Background: an optimization exercise with open tools, aiming at a short achievable clock period and few clock cycles. Do not read the settings as production practice.
Function was checked by simulation only, so behaviour that the tests miss may differ from the original.
Power and IR drop assume default switching activity.

<file path="flow/config.mk">
export PLATFORM = sky130hd
export DESIGN_NAME = cpu
export DESIGN_NICKNAME = cpu
export VERILOG_FILES = /design/flow/design.v
export SDC_FILE = /design/flow/constraint.sdc
export NUM_CORES = 4
export LEC_CHECK = 0
export ABC_CLOCK_PERIOD_IN_PS = 3000
export CAP_MARGIN = 20
export CORE_MARGIN = 2
export CORE_UTILIZATION = 40
export PLACE_DENSITY = 0.6
export SETUP_SLACK_MARGIN = 4.5
export SLEW_MARGIN = 20
</file>
<file path="flow/design.v">
package cpu_pkg;
	typedef logic [31:0] word_t;
	typedef logic [4:0] reg_addr_t;
	localparam logic [6:0] opc_op     = 7'b0110011;
	localparam logic [6:0] opc_op_imm = 7'b0010011;
	localparam logic [6:0] opc_load   = 7'b0000011;
	localparam logic [6:0] opc_store  = 7'b0100011;
	localparam logic [6:0] opc_branch = 7'b1100011;
	localparam logic [6:0] opc_jal    = 7'b1101111;
	localparam int btb_entries = 8;
	localparam int btb_index_bits = 3;   
	localparam int loop_bits = 6;
	typedef struct packed {
		logic valid;
		logic tag_hit;      
		logic tag_ok;       
		logic taken;        
		logic [btb_index_bits-1:0] hit_index;
		word_t instr;
		logic [31:1] rs1_sel;   
		logic [31:1] rs2_sel;
		word_t pc;
		word_t pc4;         
		word_t target_j;    
		word_t target_b;    
		logic fell;         
		logic prev_seq;
		logic prev_hit;
		logic [btb_index_bits-1:0] prev_index;
		word_t prev_pc;
	} ifid_t;
	typedef struct packed {
		logic write;
		logic [btb_index_bits-1:0] index;
		word_t tag;
		word_t target;
	} btb_fold_t;
	typedef struct packed {
		logic write;
		logic valid;
		logic use_index;    
		logic [btb_index_bits-1:0] index;
		word_t tag;
		word_t target;
	} btb_update_t;
	typedef struct packed {
		logic train;
		logic install;
		logic taken;
		logic [btb_index_bits-1:0] index;
		word_t tag;
		word_t target;
	} btb_train_t;
	typedef struct packed {
		logic valid;
		logic reg_write;    
		logic mem_read;
		logic mem_write;
		logic branch;
		logic pred_taken;
		logic tag_hit;      
		logic any_hit;      
		logic [btb_index_bits-1:0] hit_index;
		word_t pc;
		logic op_add;       
		logic op_and;
		logic op_or;
		logic op_xor;
		logic op_slt;
		logic cin;          
		reg_addr_t rd;
		word_t a;
		word_t bx;
		word_t s;           
		word_t alt_pc;      
	} idex_t;
	typedef struct packed {
		logic valid;
		logic reg_write;
		logic mem_read;
		logic mem_write;
		reg_addr_t rd;
		word_t result;
		word_t addr;
		logic wen;
		logic ren;
		word_t store_data;
	} exmem_t;
endpackage
`timescale 1ns/1ps
module fetch_stage #(
	parameter cpu_pkg::word_t reset_pc = 32'h0000_0000
) (
	input logic clock,
	input logic reset,
	input logic stall,
	input logic ex_redirect,
	input cpu_pkg::word_t ex_redirect_pc,
	input logic id_redirect,
	input cpu_pkg::word_t id_redirect_pc,
	input cpu_pkg::btb_update_t btb_update_in,
	input cpu_pkg::btb_train_t btb_train,
	input cpu_pkg::btb_fold_t btb_fold_in,
	output cpu_pkg::word_t instr_addr,
	input cpu_pkg::word_t instr_data,
	output cpu_pkg::ifid_t ifid
);
	localparam int n = cpu_pkg::btb_entries;
	localparam int iw = cpu_pkg::btb_index_bits;
	localparam int lb = cpu_pkg::loop_bits;
	cpu_pkg::word_t pc;
	cpu_pkg::word_t pc_next;
	cpu_pkg::word_t pc4;
	logic [n-1:0] btb_valid;
	cpu_pkg::word_t btb_tag [n];
	cpu_pkg::word_t btb_target [n];
	logic [n-1:0] btb_dir;      
	logic [n-1:0] btb_conf;     
	logic [n-1:0] btb_seen;     
	logic [lb-1:0] btb_trip [n];
	logic [lb-1:0] btb_count [n];
	logic [n-1:0] btb_fall;     
	cpu_pkg::word_t btb_fall_target [n];
	logic [n-1:0] fall_vec;
	logic use_fall;
	cpu_pkg::word_t fall_target;
	logic seq;
	logic last_hit;
	logic [iw-1:0] last_index;
	cpu_pkg::word_t last_pc;
	logic fold_ok;
	logic [iw-1:0] btb_next;
	logic [n-1:0] tag_vec;
	logic [n-1:0] exact_vec;
	logic tag_ok;
	logic [n-1:0] take_vec;
	logic tag_hit;
	logic taken;
	logic [iw-1:0] hit_index;
	cpu_pkg::word_t pred_target;
	logic [iw-1:0] id_index;
	logic id_write;
	cpu_pkg::word_t pc_out;
	assign instr_addr = pc_out;
	cpu_pkg::btb_update_t btb_update;
	cpu_pkg::btb_fold_t btb_fold;
	always_ff @(posedge clock or negedge reset) begin
		if (!reset) begin
			btb_update.write <= 1'b0;
			btb_fold.write <= 1'b0;
		end else begin
			btb_update.write <= btb_update_in.write;
			btb_fold.write <= btb_fold_in.write;
		end
	end
	always_ff @(posedge clock) begin
		btb_update.valid <= btb_update_in.valid;
		btb_update.use_index <= btb_update_in.use_index;
		btb_update.index <= btb_update_in.index;
		btb_update.tag <= btb_update_in.tag;
		btb_update.target <= btb_update_in.target;
		btb_fold.index <= btb_fold_in.index;
		btb_fold.tag <= btb_fold_in.tag;
		btb_fold.target <= btb_fold_in.target;
	end
	always_ff @(posedge clock) begin
		pc_out <= reset ? pc_next : reset_pc;
	end
	assign pc4 = pc + 32'd4;
	always_comb begin
		hit_index = '0;
		pred_target = '0;
		fall_target = '0;
		for (int i = 0; i < n; i++) begin
			tag_vec[i] = btb_valid[i] && btb_tag[i][11:2] == pc[11:2];
			exact_vec[i] = btb_tag[i] == pc;
			fall_vec[i] = tag_vec[i] && btb_fall[i];
			fall_target = fall_target | ({32{tag_vec[i]}} & btb_fall_target[i]);
			take_vec[i] = tag_vec[i] &&
				(btb_dir[i] != (btb_conf[i] && btb_count[i] == btb_trip[i]));
			pred_target = pred_target | ({32{tag_vec[i]}} & btb_target[i]);
			hit_index = hit_index | ({iw{tag_vec[i]}} & iw'(i));
		end
		tag_hit = |tag_vec;
		tag_ok = &(~tag_vec | exact_vec);
		taken = |take_vec;
		use_fall = !taken && |fall_vec;
	end
	always_comb begin
		if (ex_redirect) begin
			pc_next = ex_redirect_pc;
		end else if (id_redirect) begin
			pc_next = id_redirect_pc;
		end else if (stall) begin
			pc_next = pc;
		end else if (taken) begin
			pc_next = pred_target;
		end else if (use_fall) begin
			pc_next = fall_target;
		end else begin
			pc_next = pc4;
		end
	end
	always_ff @(posedge clock) begin
		pc <= reset ? pc_next : reset_pc;
	end
	always_ff @(posedge clock or negedge reset) begin
		if (!reset) begin
			ifid.valid <= 1'b0;
		end else begin
			if (ex_redirect || id_redirect) begin
				ifid.valid <= 1'b0;
			end else if (!stall) begin
				ifid.valid <= 1'b1;
			end
		end
	end
	always_ff @(posedge clock) begin
		if (!stall) begin
			ifid.tag_hit <= tag_hit;
			ifid.tag_ok <= tag_ok;
			ifid.taken <= taken;
			ifid.hit_index <= hit_index;
			ifid.instr <= instr_data;
			for (int i = 1; i < 32; i++) begin
				ifid.rs1_sel[i] <= instr_data[19:15] == 5'(i);
				ifid.rs2_sel[i] <= instr_data[24:20] == 5'(i);
			end
			ifid.pc <= pc;
			ifid.pc4 <= pc4;
			ifid.target_j <= pc + {{11{instr_data[31]}}, instr_data[31], instr_data[19:12],
				instr_data[20], instr_data[30:21], 1'b0};
			ifid.target_b <= pc + {{19{instr_data[31]}}, instr_data[31], instr_data[7],
				instr_data[30:25], instr_data[11:8], 1'b0};
			ifid.fell <= use_fall;
			ifid.prev_seq <= seq;
			ifid.prev_hit <= last_hit;
			ifid.prev_index <= last_index;
			ifid.prev_pc <= last_pc;
		end
	end
	always_ff @(posedge clock or negedge reset) begin
		if (!reset) begin
			seq <= 1'b0;
		end else if (!stall || ex_redirect || id_redirect) begin
			seq <= !ex_redirect && !id_redirect && !taken && !use_fall;
		end
	end
	always_ff @(posedge clock) begin
		if (!stall) begin
			last_hit <= tag_hit && tag_ok;
			last_index <= hit_index;
			last_pc <= pc;
		end
	end
	assign id_write = btb_update.write && !(btb_train.install && !btb_update.use_index);
	assign id_index = btb_update.use_index ? btb_update.index : btb_next;
	always_ff @(posedge clock or negedge reset) begin
		if (!reset) begin
			btb_valid <= '0;
			btb_next <= '0;
		end else begin
			if (btb_train.install) begin
				btb_valid[btb_next] <= 1'b1;
			end
			if (id_write) begin
				btb_valid[id_index] <= btb_update.valid;
			end
			if (btb_train.install || (id_write && !btb_update.use_index)) begin
				btb_next <= btb_next + 1'b1;
			end
		end
	end
	always_ff @(posedge clock) begin
		for (int i = 0; i < n; i++) begin
			if (btb_train.install && btb_next == iw'(i)) begin
				btb_tag[i] <= btb_train.tag;
				btb_target[i] <= btb_train.target;
				btb_dir[i] <= 1'b0;
				btb_conf[i] <= 1'b0;
				btb_seen[i] <= 1'b0;
				btb_count[i] <= '0;
				btb_fall[i] <= 1'b0;
			end else if (id_write && id_index == iw'(i)) begin
				btb_tag[i] <= btb_update.tag;
				btb_target[i] <= btb_update.target;
				btb_dir[i] <= 1'b1;
				btb_conf[i] <= 1'b0;
				btb_seen[i] <= 1'b0;
				btb_count[i] <= lb'(1);
				btb_fall[i] <= 1'b0;
			end else begin
				if (fold_ok && btb_fold.index == iw'(i)) begin
					btb_fall[i] <= 1'b1;
					btb_fall_target[i] <= btb_fold.target;
				end
				if (btb_train.train && btb_train.index == iw'(i)) begin
				if (btb_train.taken == btb_dir[i]) begin
					btb_count[i] <= btb_count[i] + 1'b1;
				end else begin
					btb_conf[i] <= !btb_seen[i] || btb_count[i] == btb_trip[i];
					btb_seen[i] <= 1'b1;
					btb_trip[i] <= btb_count[i];
					btb_count[i] <= '0;
				end
				end
			end
		end
	end
	assign fold_ok = btb_fold.write && btb_valid[btb_fold.index] &&
		btb_tag[btb_fold.index] == btb_fold.tag;
endmodule
`timescale 1ns/1ps
module decode_stage (
	input logic clock,
	input logic reset,
	input cpu_pkg::ifid_t ifid,
	input logic redirect,
	output logic id_redirect,
	output cpu_pkg::word_t id_redirect_pc,
	output cpu_pkg::btb_update_t btb_update,
	output cpu_pkg::btb_fold_t btb_fold,
	input cpu_pkg::exmem_t exmem,
	input cpu_pkg::word_t ex_result,
	input cpu_pkg::word_t data_rdata,
	output cpu_pkg::idex_t idex,
	output logic stall
);
	logic [6:0] opcode;
	logic [2:0] funct3;
	cpu_pkg::reg_addr_t rs1;
	cpu_pkg::reg_addr_t rs2;
	cpu_pkg::reg_addr_t rd;
	logic is_op;
	logic is_opimm;
	logic is_load;
	logic is_store;
	logic is_branch;
	logic is_jal;
	logic uses_rs1;
	logic uses_rs2;
	logic writes;
	cpu_pkg::word_t imm_i;
	cpu_pkg::word_t imm_s;
	cpu_pkg::word_t imm_b;
	cpu_pkg::word_t imm_j;
	cpu_pkg::word_t target;
	cpu_pkg::word_t mem_value;
	logic mem_wen;
	cpu_pkg::word_t rs1_data;
	cpu_pkg::word_t rs2_data;
	cpu_pkg::word_t register_file [1:31];
	assign opcode = ifid.instr[6:0];
	assign funct3 = ifid.instr[14:12];
	assign rs1 = ifid.instr[19:15];
	assign rs2 = ifid.instr[24:20];
	assign rd = ifid.instr[11:7];
	assign is_op = opcode == cpu_pkg::opc_op;
	assign is_opimm = opcode == cpu_pkg::opc_op_imm;
	assign is_load = opcode == cpu_pkg::opc_load;
	assign is_store = opcode == cpu_pkg::opc_store;
	assign is_branch = opcode == cpu_pkg::opc_branch;
	assign is_jal = opcode == cpu_pkg::opc_jal;
	assign uses_rs1 = is_op || is_opimm || is_load || is_store || is_branch;
	assign uses_rs2 = is_op || is_store || is_branch;
	assign writes = (is_op || is_opimm || is_load || is_jal) && rd != 5'd0;
	assign imm_i = {{20{ifid.instr[31]}}, ifid.instr[31:20]};
	assign imm_s = {{20{ifid.instr[31]}}, ifid.instr[31:25], ifid.instr[11:7]};
	assign imm_b = {{19{ifid.instr[31]}}, ifid.instr[31], ifid.instr[7], ifid.instr[30:25],
		ifid.instr[11:8], 1'b0};
	assign imm_j = {{11{ifid.instr[31]}}, ifid.instr[31], ifid.instr[19:12], ifid.instr[20],
		ifid.instr[30:21], 1'b0};
	cpu_pkg::word_t target_j;
	cpu_pkg::word_t target_b;
	assign target_j = ifid.target_j;
	assign target_b = ifid.target_b;
	assign target = ({32{is_jal}} & target_j) | ({32{!is_jal}} & target_b);
	logic static_take;
	logic id_take;
	logic is_jump;
	logic fix;
	assign is_jump = is_jal || is_branch;
	assign static_take = is_jal || (is_branch && (ifid.instr[31] || rs1 == rs2));
	logic hit_ok;
	logic wrong_next;
	assign hit_ok = ifid.tag_hit && ifid.tag_ok;
	assign id_take = hit_ok ? (is_branch ? ifid.taken : is_jal) : static_take;
	assign wrong_next = id_take != ifid.taken || (!hit_ok && (ifid.taken || ifid.fell));
	assign fix = ifid.valid && !stall && (wrong_next || (ifid.tag_hit && (!is_jump || !ifid.tag_ok)));
	assign id_redirect = ifid.valid && !stall && wrong_next;
	assign id_redirect_pc = id_take ? target : ifid.pc4;
	assign btb_fold.write = ifid.valid && !stall && is_jal && rd == 5'd0 && hit_ok &&
		ifid.prev_seq && ifid.prev_hit;
	assign btb_fold.index = ifid.prev_index;
	assign btb_fold.tag = ifid.prev_pc;
	assign btb_fold.target = target_j;
	assign btb_update.write = fix;
	assign btb_update.valid = id_take;
	assign btb_update.use_index = ifid.tag_hit;
	assign btb_update.index = ifid.hit_index;
	assign btb_update.tag = ifid.pc;
	assign btb_update.target = target;
	assign mem_wen = exmem.valid && exmem.reg_write;
	assign mem_value = exmem.mem_read ? data_rdata : exmem.result;
	always_ff @(posedge clock) begin
		if (mem_wen) begin
			register_file[exmem.rd] <= mem_value;
		end
	end
	function automatic cpu_pkg::word_t read_reg(input cpu_pkg::reg_addr_t addr,
		input logic [31:1] sel);
		cpu_pkg::word_t value;
		value = '0;
		for (int i = 1; i < 32; i++) begin
			value = value | ({32{sel[i]}} & register_file[i]);
		end
		if (mem_wen && exmem.rd == addr) begin
			value = mem_value;
		end
		read_reg = value;
	endfunction
	assign rs1_data = read_reg(rs1, ifid.rs1_sel);
	assign rs2_data = read_reg(rs2, ifid.rs2_sel);
	assign stall = ifid.valid && idex.valid && idex.mem_read && idex.reg_write &&
		((uses_rs1 && rs1 == idex.rd) || (uses_rs2 && rs2 == idex.rd));
	logic ex_writes;
	assign ex_writes = idex.valid && idex.reg_write;
	logic op_add;
	logic op_sub;
	logic op_slt;
	logic fwd_a;
	logic fwd_b;
	cpu_pkg::word_t b_value;
	assign op_sub = is_op && funct3 == 3'b000 && ifid.instr[30];
	assign op_slt = is_op && funct3 == 3'b010;
	assign op_add = !(is_op && (funct3 == 3'b010 || funct3 == 3'b100 || funct3 == 3'b110 ||
		funct3 == 3'b111 || (funct3 == 3'b000 && ifid.instr[30])));
	assign fwd_a = ex_writes && uses_rs1 && rs1 == idex.rd;
	assign fwd_b = ex_writes && (is_op || is_branch) && rs2 == idex.rd;
	assign b_value = is_jal ? 32'd0 : (is_store ? imm_s : ((is_opimm || is_load) ? imm_i : rs2_data));
	cpu_pkg::word_t a_final;
	cpu_pkg::word_t b_final;
	assign a_final = fwd_a ? ex_result : (is_jal ? ifid.pc4 : rs1_data);
	assign b_final = fwd_b ? ex_result : b_value;
	always_ff @(posedge clock or negedge reset) begin
		if (!reset) begin
			idex.valid <= 1'b0;
		end else begin
			idex.valid <= ifid.valid && !redirect && !stall;
		end
	end
	always_ff @(posedge clock) begin
		idex.reg_write <= writes;
		idex.mem_read <= is_load;
		idex.mem_write <= is_store;
		idex.branch <= is_branch;
		idex.pred_taken <= id_take;
		idex.tag_hit <= hit_ok;
		idex.any_hit <= ifid.tag_hit;
		idex.hit_index <= ifid.hit_index;
		idex.pc <= ifid.pc;
		idex.op_add <= op_add || op_sub;
		idex.op_and <= is_op && funct3 == 3'b111;
		idex.op_or <= is_op && funct3 == 3'b110;
		idex.op_xor <= is_op && funct3 == 3'b100;
		idex.op_slt <= op_slt;
		idex.cin <= op_sub || op_slt;
		idex.rd <= rd;
		idex.a <= a_final;
		idex.bx <= (op_sub || op_slt) ? ~b_final : b_final;
		idex.s <= (ex_writes && uses_rs2 && rs2 == idex.rd) ? ex_result : rs2_data;
		idex.alt_pc <= id_take ? ifid.pc4 : target;
	end
endmodule
`timescale 1ns/1ps
module execute_stage (
	input logic clock,
	input logic reset,
	input cpu_pkg::idex_t idex,
	output cpu_pkg::exmem_t exmem,
	output cpu_pkg::word_t ex_result,
	output logic redirect,
	output cpu_pkg::word_t redirect_pc,
	output cpu_pkg::btb_train_t btb_train
);
	logic [32:0] sum;
	cpu_pkg::word_t result;
	logic lt;
	logic eq;
	assign sum = {idex.a, 1'b1} + {idex.bx, idex.cin};
	assign lt = (idex.a[31] == idex.bx[31]) ? idex.a[31] : sum[32];
	assign result = ({32{idex.op_add}} & sum[32:1]) | ({32{idex.op_and}} & (idex.a & idex.bx)) |
		({32{idex.op_or}} & (idex.a | idex.bx)) | ({32{idex.op_xor}} & (idex.a ^ idex.bx)) |
		{31'd0, idex.op_slt & lt};
	assign ex_result = result;
	assign eq = idex.a == idex.bx;
	assign redirect = idex.valid && idex.branch && (eq != idex.pred_taken);
	assign redirect_pc = idex.alt_pc;
	always_ff @(posedge clock or negedge reset) begin
		if (!reset) begin
			exmem.valid <= 1'b0;
			exmem.wen <= 1'b0;
			exmem.ren <= 1'b0;
			btb_train.train <= 1'b0;
			btb_train.install <= 1'b0;
		end else begin
			exmem.valid <= idex.valid;
			exmem.wen <= idex.valid && idex.mem_write;
			exmem.ren <= idex.valid && idex.mem_read;
			btb_train.train <= idex.valid && idex.branch && idex.tag_hit;
			btb_train.install <= idex.valid && idex.branch && !idex.any_hit && eq && !idex.pred_taken;
		end
	end
	always_ff @(posedge clock) begin
		btb_train.taken <= eq;
		btb_train.index <= idex.hit_index;
		btb_train.tag <= idex.pc;
		btb_train.target <= idex.alt_pc;
	end
	always_ff @(posedge clock) begin
		exmem.reg_write <= idex.reg_write;
		exmem.mem_read <= idex.mem_read;
		exmem.mem_write <= idex.mem_write;
		exmem.rd <= idex.rd;
		exmem.result <= result;
		if (idex.mem_read || idex.mem_write) begin
			exmem.addr <= sum[32:1];
		end
		if (idex.mem_write) begin
			exmem.store_data <= idex.s;
		end
	end
endmodule
`timescale 1ns/1ps
module memory_stage (
	input cpu_pkg::exmem_t exmem,
	output cpu_pkg::word_t data_addr,
	output cpu_pkg::word_t data_wdata,
	output logic data_wen,
	output logic data_ren
);
	assign data_addr = exmem.addr;
	assign data_wdata = exmem.store_data;
	assign data_wen = exmem.wen;
	assign data_ren = exmem.ren;
endmodule
`timescale 1ns/1ps
module cpu #(
	parameter cpu_pkg::word_t reset_pc = 32'h0000_0000
) (
	input logic clock,
	input logic reset,
	output cpu_pkg::word_t instr_addr,
	input cpu_pkg::word_t instr_data,
	output cpu_pkg::word_t data_addr,
	output cpu_pkg::word_t data_wdata,
	output logic data_wen,
	output logic data_ren,
	input cpu_pkg::word_t data_rdata
);
	cpu_pkg::ifid_t ifid;
	cpu_pkg::idex_t idex;
	cpu_pkg::exmem_t exmem;
	logic stall;
	cpu_pkg::word_t ex_result;
	logic redirect;
	cpu_pkg::word_t redirect_pc;
	logic id_redirect;
	cpu_pkg::word_t id_redirect_pc;
	cpu_pkg::btb_update_t btb_update;
	cpu_pkg::btb_train_t btb_train;
	cpu_pkg::btb_fold_t btb_fold;
	fetch_stage #(
		.reset_pc(reset_pc)
	) u_fetch (
		.clock(clock),
		.reset(reset),
		.stall(stall),
		.ex_redirect(redirect),
		.ex_redirect_pc(redirect_pc),
		.id_redirect(id_redirect),
		.id_redirect_pc(id_redirect_pc),
		.btb_update_in(btb_update),
		.btb_train(btb_train),
		.btb_fold_in(btb_fold),
		.instr_addr(instr_addr),
		.instr_data(instr_data),
		.ifid(ifid)
	);
	decode_stage u_decode (
		.clock(clock),
		.reset(reset),
		.ifid(ifid),
		.redirect(redirect),
		.id_redirect(id_redirect),
		.id_redirect_pc(id_redirect_pc),
		.btb_update(btb_update),
		.btb_fold(btb_fold),
		.exmem(exmem),
		.ex_result(ex_result),
		.data_rdata(data_rdata),
		.idex(idex),
		.stall(stall)
	);
	execute_stage u_execute (
		.clock(clock),
		.reset(reset),
		.idex(idex),
		.exmem(exmem),
		.ex_result(ex_result),
		.redirect(redirect),
		.redirect_pc(redirect_pc),
		.btb_train(btb_train)
	);
	memory_stage u_memory (
		.exmem(exmem),
		.data_addr(data_addr),
		.data_wdata(data_wdata),
		.data_wen(data_wen),
		.data_ren(data_ren)
	);
endmodule
</file>
<file path="flow/constraint.sdc">
create_clock -name core_clock -period 7.0 [get_ports {clock}]
set_input_delay 1.4000 -clock core_clock [delete_from_list [all_inputs] [get_ports {clock}]]
set_output_delay 1.4000 -clock core_clock [all_outputs]
set_load 0.01 [all_outputs]
</file>
<file path="flow/run.sh">
#!/bin/bash
# synth_recipe.tcl (not shown) runs the flow's synth.tcl, then flattens the netlist and writes it again
# the make line also repeats each setting of config.mk as NAME=value (left out here)
make -C /OpenROAD-flow-scripts/flow DESIGN_CONFIG=/design/flow/config.mk WORK_HOME=/design/flow/orfs CLKGATE_MAP_FILE= SYNTH_SCRIPT=/design/flow/synth_recipe.tcl finish
</file>
==> reports/metrics.csv, run 1 <==
stage,metric,value,unit
detailed_routing,Detailed Route WL,570000,um
worst_hold_path,Hold WC Path Type,register to register,
timing,Fin. Hold Viols,0,
synth,synthesis-stage register bit count,2654,
synth,post-synthesis net count,9083,
detailed_routing,DRT Pass-1 Iters,13,
timing,setup ws final,3080,ps
timing,RSZ-0062 raised after global routing,true,
synth,Post-synth EDFFs,2135,
placed_design,GPL Wtd Cong,0.992,
placed_design,Final HPWL DP,310000,um
grt,grt ovf,0,
grt,M2 GR Usage,48.0,%
run_status,status,no timing/DRC/antenna violations,
clock_network,clock sink count,2654,
grt,Most Crowded Layer GR,met1,
worst_setup_path,Critical Path End Type,register,
detailed_routing,Post-DRT Antenna Nets,0,
worst_setup_path,CP max stage cell,nor4_4,
worst_setup_path,"Max FO, Critical Path",14,
placed_design,IO Port Bufs,163,
worst_setup_path,critical path data required time,7630,ps
synth,Mapped Area,0.116,sq mm
grt,GRT Resource Usage Total,36.6,%
timing,Worst Tran Pin Value,1230,ps
grt,global routing usage on met3,17.4,%
floorplanning,row count,197,
floorplanning,Initial Utilization,40.3,%
timing,Slew Limit Fails,0,
clock_network,later-pin clock latency in the skew report,950,ps
cells_and_area,"commonest non-fill, non-tap cell in the layout",edfxtp_1,
worst_setup_path,Worst Reg-to-Reg Cells,17,
worst_setup_path,Arrival @ worst endpoint,4550,ps
worst_setup_path,CP Cell Sequence,buf_4 -> bufbuf_16 -> and3_4 -> a21oi_2 -> o22ai_1 -> o32a_1 -> xnor2_2 -> nand4_1 -> nor4_4 -> nand4_1 -> buf_6 -> buf_12 -> buf_6 -> nor3_4 -> buf_6 -> buf_12 -> buf_16,
synth,fraction of the mapped netlist area in simple logic gates,8.09,%
worst_setup_path,crit path kind,register to register,
cells_and_area,"commonest non-fill, non-tap cells in the layout","edfxtp_1 (2135), nand2_1 (777), buf_4 (596)",
detailed_routing,routed via count,97300,
synth,sequential area share after synthesis,64.1,%
synth,main flop type after synthesis,edfxtp_1,
cells_and_area,Layout fillers,23500,
pwr,pwr dens,267,mW/mm^2
clock_network,Clock transition at path regs,60,ps
detailed_routing,drt wl/cell,40.5,um
synth,ys async rst share,0.791,%
synth,mux share of post-synthesis cell area,5.06,%
run,Max-Cap Viols,0,
placed_design,Setup WS pre-CTS,1810,ps
floorplanning,core area,0.289,sq mm
timing,final setup vio count,0,
worst_setup_path,Critical Path Stages,17,
synth,Synth Area in XOR/XNOR,4.05,%
timing,period utilization,56.0,%
synth,adder-cell share of the synthesized area,1.47,%
floorplanning,Die ar.,0.295,sq mm
grt,met1 Resource Use GR,48.2,%
cells_and_area,Final Cell Area,0.151,sq mm
clock_network,clock buffer depth,4,
detailed_routing,Avg Vias per Cell,6.92,
clock_network,number of buffers created by CTS,287,
synth,post-synth cell types,104,
cells_and_area,layout cells sized above 1,31.2,%
placed_design,area post-placement,0.123,sq mm
worst_setup_path,Critical Path Max Stage Delay,410,ps
synth,Mean Syn Cell Area,13.1,sq um
grt,initial antenna violation count,54,
grt,number of global-route vias before repair,89100,
worst_setup_path,cell family with the largest share of critical-path delay,buffers and inverters,
timing,headroom to the max-slew limit,17.8,%
timing,final setup TNS,0,ps
worst_hold_path,Hold Crit Depth,0,
cells_and_area,P&R area growth vs syn,30.0,%
grt,maximum number of pins on one net before global-route repair,107,
worst_setup_path,CP startpoint kind,register,
synth,Mapped Cells,8883,
synth,Compound-Gate Fraction of Synth Area,14.2,%
timing,clock skew,54.5,ps
floorplanning,Die Y,543,um
clock_network,CTS root buffer,clkbuf_16,
pwr,LEAKAGE,0.0545,uW
timing,minimum clock period,3920,ps
clock_network,CTS tree,yes,
timing,Peak Freq,0.255,GHz
cells_and_area,final net count,10100,
floorplanning,Die X,543,um
floorplanning,num ports,164,
pwr,Worst IR Drop VDD,248,uV
synth,Syn. warnings,8,
grt,first-pass GRT wire length,746000,um
detailed_routing,DRC Markers,0,
worst_setup_path,cell mode on critical path,buf_6,
detailed_routing,initial drt markers,20900,
clock_network,H-tree depth,5,
synth,largest family of logic cells by synthesized area,compound AO/OA/AOI/OAI gates,
worst_setup_path,worst path bufs/invs,8,
## registers in the layout, indices dropped and copies added, names as in the netlist, 70 cells and up
register	count
u_decode.idex	182
u_decode.register_file	992
u_execute.btb_train	70
u_execute.exmem	106
u_fetch.btb_fall_target	256
u_fetch.btb_tag	256
u_fetch.btb_target	256
u_fetch.ifid	230
## kinds of logic after synthesis
| group | after synthesis |
|---|---|
| AO/OA/AOI/OAI | 2223 |
| XOR/XNOR | 538 |
| adder cells (fa/ha/maj) | 135 |
| buffers and inverters | 825 |
| flip-flops | 2654 |
| multiplexers | 518 |
| AND/OR/NAND/NOR | 1990 |
## timing repair
action | CTS | global route
setup endpoints to repair | 2554 | 1738
endpoints found under the hold margin | 0 | 0
hold buffers | 0 | 0
gates cloned | 109 | 33
gates resized for setup | 2030 | 552
setup buffers | 577 | 215
pin swaps | 335 | 309
## metrics by stage
stage	total power [uW]	std cells	utilization, %	hold slack [ps]
after floorplan	21000	8883	-	323
after global placement	22600	12600	42.7	325
after detailed placement	22700	12600	42.7	327
after CTS	39400	13800	50.7	329
after global routing	41100	14100	52.4	338
final	40300	14100	52.4	336
## Yosys cell counts (32+ instances only)
master / instances / area share (%)
a22oi_1: 542 / 3.5
nor3_1: 136 / 0.59
mux2_2: 441 / 4.3
a22o_1: 330 / 2.5
nor4_1: 52 / 0.28
o22ai_1: 43 / 0.23
dfxtp_1: 498 / 8.6
nand4_1: 217 / 1.2
a21o_1: 50 / 0.32
xnor2_1: 304 / 2.3
a21oi_1: 268 / 1.2
nor2_1: 361 / 1.2
or3_1: 61 / 0.33
edfxtp_1: 2135 / 55
buf_4: 81 / 0.52
a31oi_1: 32 / 0.17
ha_1: 131 / 1.4
xor2_1: 234 / 1.8
a222oi_1: 64 / 0.55
a221oi_1: 358 / 2.7
o21ai_0: 284 / 1.2
nor2b_1: 37 / 0.20
clkbuf_1: 391 / 1.3
inv_1: 206 / 0.66
mux2i_1: 64 / 0.55
and3_1: 54 / 0.29
buf_2: 35 / 0.15
nand3_1: 144 / 0.62
buf_1: 99 / 0.32
nand2_1: 806 / 2.6
## layer usage
metal,wire length (um),vias to the layer above
met5,668,-
met4,45000,50
met3,106000,2435
met2,218000,10100
met1,201000,47900
li1,-,36800
## power by group
group          total [uW]  internal (uW)  switching, uW
clock               15800           9100           6690
sequential          18800          18400            435
combinational        5750           2170           3590
## worst register-to-register path, stage by stage (launching register included)
cell and delay (ps):
dfxtp_4 370, buf_4 160, bufbuf_16 300, and3_4 190, a21oi_2 130, o22ai_1 90
o32a_1 320, xnor2_2 320, nand4_1 210, nor4_4 410, nand4_1 170, buf_6 160
buf_12 130, buf_6 120, nor3_4 130, buf_6 170, buf_12 120, buf_16 140
## final timing paths
path                                      start                        endpoint  slack (ps)
max                        u_fetch.btb_fold[65]  u_fetch.btb_fall_target[7][21]        3080
min                            u_fetch.ifid[21]            u_fetch.btb_fold[53]         340
max reg2reg                u_fetch.btb_fold[65]  u_fetch.btb_fall_target[7][21]        3080
min reg2reg                    u_fetch.ifid[21]            u_fetch.btb_fold[53]         340
max in group asynchronous                 reset             u_execute.exmem[32]        6010
min in group asynchronous                 reset            u_fetch.btb_valid[6]         560
## area by class of cell
type                    instances  area [sq um]  share of cell area, %
clock buffers                 386          7970                   5.27
diodes                         25          62.6                 0.0414
multi-input cells            5423         44700                   29.5
repair inverters                3          20.0                 0.0132
well taps                    3880          4850                   3.21
flip-flops and latches       2654         74800                   49.4
repair buffers               1348         16400                   10.8
clock inverters               140          1620                   1.07
inverters                     210           870                  0.575
Testbench counts, summed over its fixed seeds: cycles 137,698.
==> run 2, diff against run 1 <==
==> flow/flow/run.sh (new file) <==
#!/bin/bash
# The standard layout (standard.sh), with one change: the buffers that
# the flow puts on every input and output port are buf_4 cells rather than
# the flow's default pick. Make's full output goes to flow_make.log here.
set -euo pipefail
export BUFFER_PORTS_ARGS="-buffer_cell sky130_fd_sc_hd__buf_4"
bash standard.sh finish > flow_make.log 2>&1
==> flow/standard.sh (new file) <==
#!/bin/bash
# synth_recipe.tcl (not shown) runs the flow's synth.tcl, then flattens the netlist and writes it again
# the make line also repeats each setting of config.mk as NAME=value (left out here)
make -C /OpenROAD-flow-scripts/flow DESIGN_CONFIG=/design/flow/config.mk WORK_HOME=/design/flow/orfs CLKGATE_MAP_FILE= SYNTH_SCRIPT=/design/flow/synth_recipe.tcl "${@:-finish}"
removed: flow/run.sh
==> reports/metrics.csv, run 2 <==
stage,metric,value,unit
run_status,status,no timing/DRC/antenna violations,
detailed_routing,DRC Markers,0,
worst_setup_path,crit path kind,register to register,
synth,Yosys top cell by area,edfxtp_1,
clock_network,clock sink count,2654,
grt,initial antenna violation count,47,
worst_setup_path,Arrival @ worst endpoint,4450,ps
worst_setup_path,CP startpoint,u_fetch.btb_fold[64],
timing,minimum clock period,3840,ps
synth,Syn. warnings,8,
worst_hold_path,Hold WC Path Type,register to register,
timing,clock skew,67.2,ps
grt,GRT Resource Usage Total,36.8,%
worst_setup_path,CP startpoint kind,register,
synth,main flop type after synthesis,edfxtp_1,
detailed_routing,initial drt markers,21700,
timing,headroom to the max-slew limit,17.8,%
synth,sequential area share after synthesis,64.1,%
worst_setup_path,crit path to,u_fetch.btb_fall_target[5][20],
timing,RSZ-0062 raised after global routing,true,
worst_setup_path,critical path data required time,7620,ps
timing,Worst Tran Pin Value,1230,ps
synth,Mean Syn Cell Area,13.1,sq um
detailed_routing,routed via count,97800,
clock_network,CTS tree,yes,
detailed_routing,DRT Pass-1 Iters,13,
timing,final setup TNS,0,ps
cells_and_area,max FFs per register,992,
synth,Commonest cells post-synth,"edfxtp_1 (2135), nand2_1 (806), a22oi_1 (542), dfxtp_1 (498), mux2_2 (441)",
synth,Mapped Area,0.116,sq mm
pwr,Worst IR Drop VDD,233,uV
floorplanning,Initial Utilization,40.3,%
clock_network,number of buffers created by CTS,287,
floorplanning,num ports,164,
placed_design,GPL Wtd Cong,0.993,
worst_setup_path,R2R setup slack,3160,ps
detailed_routing,Avg Vias per Cell,6.96,
placed_design,IO Port Bufs,163,
synth,synthesis-stage register bit count,2654,
clock_network,Clock transition at path regs,60,ps
cells_and_area,Final Cell Area,0.151,sq mm
worst_setup_path,Reg-to-Reg Start,u_fetch.btb_fold[64],
grt,grt ovf,0,
placed_design,area post-placement,0.123,sq mm
synth,post-synthesis net count,9083,
floorplanning,Die Y,543,um
timing,Fin. Hold Viols,0,
pwr,LEAKAGE,0.0545,uW
detailed_routing,Detailed Route WL,573000,um
pwr,pwr dens,266,mW/mm^2
cells_and_area,Non-Filler Instances,14100,
floorplanning,row count,197,
grt,first-pass GRT wire length,749000,um
cells_and_area,register with the most flip-flops,u_decode.register_file,
clock_network,clock buffer depth,4,
clock_network,Post-CTS Hold Buffers,0,
worst_setup_path,Critical Path End Type,register,
detailed_routing,Post-DRT Antenna Nets,0,
worst_setup_path,CP max stage cell,mux4_2,
synth,Post-synth EDFFs,2135,
worst_setup_path,Critical Path Max Stage Delay,490,ps
synth,ys async rst share,0.791,%
timing,Peak Freq,0.261,GHz
clock_network,later-pin clock latency in the skew report,950,ps
cells_and_area,layout cells sized above 1,31.6,%
detailed_routing,drt wl/cell,40.7,um
synth,area share of the largest cell type after synthesis,55.1,%
timing,period utilization,54.8,%
worst_setup_path,"Max FO, Critical Path",8,
cells_and_area,"commonest non-fill, non-tap cells in the layout","edfxtp_1 (2135), nand2_1 (779), buf_4 (649)",
clock_network,CTS root buffer,clkbuf_16,
grt,number of global-route vias before repair,89400,
timing,final setup vio count,0,
timing,hold_ws,333,ps
synth,Mapped Cells,8883,
worst_setup_path,RR Endpoint,u_fetch.btb_fall_target[5][20],
placed_design,Final HPWL DP,313000,um
placed_design,Placed Cells,12600,
timing,Slew Limit Fails,0,
clock_network,H-tree depth,5,
floorplanning,Die ar.,0.295,sq mm
worst_setup_path,CP Cell Sequence,buf_8 -> buf_4 -> mux4_2 -> and2_1 -> o22ai_1 -> xnor2_1 -> nor2_2 -> nand3_2 -> nor4_4 -> nand4_1 -> buf_6 -> buf_8 -> nor3_4 -> buf_6 -> buf_12 -> buf_16,
worst_setup_path,Worst Reg-to-Reg Cells,16,
synth,cell with the most instances after synthesis,edfxtp_1,
cells_and_area,P&R area growth vs syn,29.7,%
floorplanning,Die X,543,um
grt,maximum number of pins on one net before global-route repair,65,
cells_and_area,final net count,10100,
floorplanning,core area,0.289,sq mm
run,Max-Cap Viols,0,
cells_and_area,"commonest non-fill, non-tap cell in the layout",edfxtp_1,
synth,Synth area leaders,"edfxtp_1 (55%), dfxtp_1 (8.6%), mux2_2 (4.3%), a22oi_1 (3.5%), a221oi_1 (2.7%)",
synth,post-synth cell types,104,
pwr,Final Power,40100,uW
## run 2: power by group
group	internal (uW)	switching [uW]
sequential	18400	412
clock	8800	6660
combinational	2200	3660
## run 2: routing by layer
layer | vias up | wire [um] | global-route usage (%)
met1 | 48000 | 200000 | 48.2
met5 | - | 908 | 0.779
met3 | 2544 | 106000 | 17.6
met4 | 54 | 49700 | 23.4
li1 | 36800 | - | -
met2 | 10400 | 217000 | 47.9
## run 2: worst min-delay path by stage
stage                      from                   end  slack (ps)  cells after the start
2_1_floorplan  u_fetch.ifid[32]  u_fetch.btb_fold[64]         320                      0
3_3_place_gp   u_fetch.ifid[26]  u_fetch.btb_fold[58]         320                      0
3_5_place_dp    u_fetch.ifid[8]  u_fetch.btb_fold[40]         330                      0
4_1_cts         u_fetch.ifid[9]  u_fetch.btb_fold[41]         340                      0
5_1_grt         u_fetch.ifid[6]  u_fetch.btb_fold[38]         340                      0
6_report        u_fetch.ifid[6]  u_fetch.btb_fold[38]         330                      0
## run 2: cell families (layout without fill, tap and decap cells)
logic type               Yosys count  in the layout  share of synthesized area, %
adder cells (fa/ha/maj)          135            135                          1.47
other                              0             28                             0
AO/OA/AOI/OAI                   2223           2223                          14.2
AND/OR/NAND/NOR                 1990           2021                          8.09
flip-flops                      2654           2654                          64.1
buffers and inverters            825           2063                          3.01
multiplexers                     518            518                          5.06
XOR/XNOR                         538            538                          4.05
## run 2: final cells by class
| class | instances | area [sq um] |
|---|---|---|
| diodes | 28 | 70.1 |
| flip-flops and latches | 2654 | 74800 |
| clock buffers | 382 | 7980 |
| well taps | 3880 | 4850 |
| multi-input cells | 5435 | 44800 |
| inverters | 210 | 863 |
| repair inverters | 4 | 28.8 |
| clock inverters | 137 | 1370 |
| repair buffers | 1330 | 16100 |
| fillers | 23400 | 138000 |
## run 2: metrics by stage
step	util, %	worst slack [ps]
final	52.3	3160
after global routing	52.2	3130
after CTS	50.6	3310
after detailed placement	42.5	1860
after global placement	42.5	1900
after floorplan	-	2960
## run 2: critical path, delay by kind of cell (launching register included)
| kind | cells | cell delay [ps] |
|---|---|---|
| compound gates | 1 | 160 |
| buf+inv | 7 | 1080 |
| mux | 1 | 490 |
| flops | 1 | 470 |
| xor+xnor | 1 | 100 |
| simple gates | 6 | 1170 |
## run 2: timing repair
action | in CTS | in global routing
gates cloned | 104 | 27
resized for setup | 1593 | 552
buffers inserted | 591 | 204
pin swaps | 383 | 345
setup endpoints to repair | 2711 | 1650

[port drivers added, routing unchanged]
How much do the figures lean on ideal ports? The routed layouts below were timed once more, with nothing changed but the port constraints. Step 1 (the two cells are an assumption about what drives the block):
set clk [get_ports {clock}]
set_driving_cell -lib_cell sky130_fd_sc_hd__clkbuf_16 $clk
set_driving_cell -lib_cell sky130_fd_sc_hd__buf_2 [delete_from_list [all_inputs] $clk]
Step 2 moves the port delays by t, midway between the first and last clock arrival at a register: inputs arrive t later, outputs are due t later. That takes back most of the time a late clock gives input paths. Three values: no drivers, after step 1, after step 2; two values: the first two.
| run | t (ns) | setup WS [ns] | latest minus earliest clock arrival (ns) |
|---|---|---|---|
| run 1 | 1.016 | 3.080 / 3.080 / 2.650 | 0.061 / 0.061 |
| run 2 | 1.038 | 3.164 / 3.164 / 2.956 | 0.069 / 0.069 |
After both steps setup and hold are still met in every run listed. For run 1, which loses most, drivers alone change the setup slack by 0.000 ns; drivers and shift together by -0.430 ns.
